Background: an optimization exercise with open tools, aiming at small area, a short achievable clock period and few clock cycles per item. Do not read the settings as production practice. No activity file was given, so power comes from the tool's default toggle rates.

north:
==> flow/design.v (excerpt) <==
module fsk_demod (
    input  logic         sys_clk,
    input  logic         rst_n,
    input  logic [15:0]  sample_in,       
    input  logic         sample_valid,
    output logic         sample_ready,
    output logic         symbol,          
    output logic         symbol_valid,
    input  logic         symbol_ready
);
Settings: LEC_CHECK=0, CAP_MARGIN=20, CORE_MARGIN=2, CORE_UTILIZATION=40, SETUP_SLACK_MARGIN=3.5, SLEW_MARGIN=20; clock period 6.0 ns.
standard.sh (not shown) runs the stock make flow with config.mk's settings and CLKGATE_MAP_FILE= SYNTH_SCRIPT=/design/flow/synth_recipe.tcl, a recipe that flattens the netlist after the stock synthesis.
==> flow/flow/run.sh <==
#!/bin/bash
# Own flow: the standard layout, with two changes.
#  1. Synthesis: the standard script, except that synth's "fine" step skips its quick abc
#     (so extract_fa sees the RTL's adders unscrambled) and the final abc uses an area
#     script with deepsyn (flow/abc_deep.script). The result is used only when it holds
#     exactly the standard synthesis's registers (names and cell types); otherwise the
#     standard synthesis is kept.
#  2. Port buffers are plain buffers (BUFFER_PORTS_ARGS) instead of the delay cells the
#     resizer picks by default.
# Every tool's output goes to a log file of its own in this folder.
set -u
W=$PWD
F=$W/flow
R=$W/orfs/results/$FLOW_PLATFORM/fsk_demod/base
PORTS='BUFFER_PORTS_ARGS=-buffer_cell sky130_fd_sc_hd__buf_4'

bash standard.sh synth > $W/log_standard_synth.txt 2>&1 || { echo "standard synth failed"; exit 1; }
cp $R/1_2_yosys.v $W/standard_1_2_yosys.v

# modified copy of ORFS's synth.tcl and of the standard flow's synthesis script
mkdir -p $W/mysynth
sed -e 's|^\(\s*synth -top $::env(DESIGN_NAME) -run fine: {\*}$synth_full_args\)|\1 -noabc|' \
    -e "s|^source \$::env(SCRIPTS_DIR)/synth_preamble.tcl|&\nset abc_args [lreplace \$abc_args 1 1 $F/abc_deep.script]|" \
    $FLOW_HOME/scripts/synth.tcl > $W/mysynth/synth.tcl
sed "s|source \$::env(SCRIPTS_DIR)/synth.tcl|source $W/mysynth/synth.tcl|" $W/synth_recipe.tcl > $W/mysynth/synth_recipe.tcl

if make -C $FLOW_HOME DESIGN_CONFIG=$W/config.mk WORK_HOME=$W/mysynth/orfs CLKGATE_MAP_FILE= \
     SYNTH_SCRIPT=$W/mysynth/synth_recipe.tcl synth > $W/log_my_synth.txt 2>&1; then
  M=$W/mysynth/orfs/results/$FLOW_PLATFORM/fsk_demod/base/1_2_yosys.v
  if python3 $F/regcmp.py $W/standard_1_2_yosys.v $M > $W/log_regcmp.txt 2>&1; then
    cp $M $R/1_2_yosys.v
    rm -f $R/1_synth.odb $R/1_synth.sdc
    echo "using the modified synthesis"
  else
    echo "registers differ: keeping the standard synthesis"
  fi
else
  echo "modified synthesis failed: keeping the standard synthesis"
fi

bash standard.sh "$PORTS" finish > $W/log_standard_finish.txt 2>&1 || { echo "layout failed"; exit 1; }
test -f $W/out/final.def
Other scripts of this flow, unchanged in this note and not shown: flow/flow/abc_deep.script, flow/flow/regcmp.py
Changes in south relative to north:
diff --git a/flow/config.mk b/flow/config.mk
--- a/flow/config.mk
+++ b/flow/config.mk
@@ -11 +11 @@
-export SETUP_SLACK_MARGIN = 3.5
+export SETUP_SLACK_MARGIN = 3.3
==> comparison <==
- Relative to north, area growth from synthesis to layout has decreased by 3.6 points in south.
- NOTE: setup slack in south falls short of that of north
- Changes observed in south relative to north: standby leakage power lower, fill cell instance count of the final layout now larger.
- Detailed-route wire length per cell sits lower in south than in north.
- Per the comparison of south with north, delay contributed by the slowest stage of the critical path has decreased; register-to-register slack went down 50 ps; maximum frequency went down about 1.8%.
- south -> north: area enclosed by the die boundary delta 0, exact match
- Number of violations reported at the end of detailed-routing iteration 0 (south over north): decrease, about 40%
- On inverter count of the layout excluding clock inverters, north and south are basically level.
Function was not checked in any run of this note: the RTL went through the layout flow alone.

---

Another version of the RTL of fsk_demod (not shown whole).
Size: ~690 cells after synthesis, roughly 6100 um2 of cells after synthesis.
export LEC_CHECK = 0
export CAP_MARGIN = 20
export CORE_MARGIN = 2
export CORE_UTILIZATION = 50
export SETUP_SLACK_MARGIN = 3.5
export SLEW_MARGIN = 20
create_clock -name core_clock -period 6.0 [get_ports {sys_clk}]
==> flow/flow/abc_deep.script <==
strash
&get -n
&deepsyn -T 45 -S 1
&put
dch -f
map -a
topo
stime -c
buffer -c
upsize -c
dnsize -c
==> flow/flow/regcmp.py <==
# regcmp.py STD.v NEW.v: exit 0 when both netlists hold the same registers
# (same instance names, same cell types, drive strength aside).
import re, sys

def regs(path):
    txt = open(path).read()
    out = {}
    for typ, name in re.findall(r'^\s*(sky130_fd_sc_hd__\w+)\s+(\S+)\s*\(', txt, re.M):
        base = typ.replace('sky130_fd_sc_hd__', '')
        if re.match(r'(e?df|dl|sdf|sedf)', base):
            out[name] = re.sub(r'_\d+$', '', base)
    return out

a, b = regs(sys.argv[1]), regs(sys.argv[2])
if a != b or not a:
    print("register mismatch:", len(a), len(b))
    for k in sorted(set(a) | set(b)):
        if a.get(k) != b.get(k):
            print("  ", k, a.get(k), b.get(k))
    sys.exit(1)
print("registers match:", len(a))
Scripts as last shown in full above: flow/flow/run.sh
==> next run, changes <==
--- a/flow/flow/run.sh
+++ b/flow/flow/run.sh
@@ -5 +5 @@
-#     script with deepsyn (flow/abc_deep.script). The result is used only when it holds
+#     mapping script (flow/abc.script). The result is used only when it holds
@@ -23 +23 @@
-    -e "s|^source \$::env(SCRIPTS_DIR)/synth_preamble.tcl|&\nset abc_args [lreplace \$abc_args 1 1 $F/abc_deep.script]|" \
+    -e "s|^source \$::env(SCRIPTS_DIR)/synth_preamble.tcl|&\nset abc_args [lreplace \$abc_args 1 1 $F/abc.script]|" \
==> flow/flow/abc.script (new file) <==
strash
dch -f
map -a
topo
stime -c
buffer -c
upsize -c
dnsize -c
removed: flow/flow/abc_deep.script
The new run ran to the end with no violations.
Sequential share of layout area came out lower by 0.46 points.
Final cell count rises by 3.4%.
Global-route usage is higher by 0.45 points.
Setup slack gets better by 0.0041 ns.
Non-clock buffer count came out higher by 1.
Register-to-register slack is about the same.
Function was not checked in any run of this note: the RTL went through the layout flow alone.

re-timing with driven ports:
In the flow no input, the clock included, has a driving cell. The finished layouts below were timed again as built, in two steps.
Step 1 (the two cells are an assumption about what drives the block):
set clk [get_ports {sys_clk}]
set_driving_cell -lib_cell sky130_fd_sc_hd__clkbuf_16 $clk
set_driving_cell -lib_cell sky130_fd_sc_hd__buf_2 [delete_from_list [all_inputs] $clk]
Step 2 moves the port delays by t, midway between the first and last clock arrival at a register: inputs arrive t later, outputs are due t later. That takes back most of the time a late clock gives input paths.
a / b / c = no drivers / after step 1 / after step 2; a / b = the first two.
run	shift t [ns]	setup WS [ns]	slew at the worst register clock pin (ns)	cell pins on the clock port's net
north	0.394	3.379 / 3.379 / 3.379	0.07 / 0.07	1
south	0.388	3.332 / 3.332 / 3.332	0.08 / 0.08	1
the first run of note 2	0.386	3.482 / 3.482 / 3.482	0.07 / 0.07	1
the second run of note 2	0.391	3.486 / 3.486 / 3.486	0.08 / 0.08	1
After both steps setup and hold are still met in every run listed.
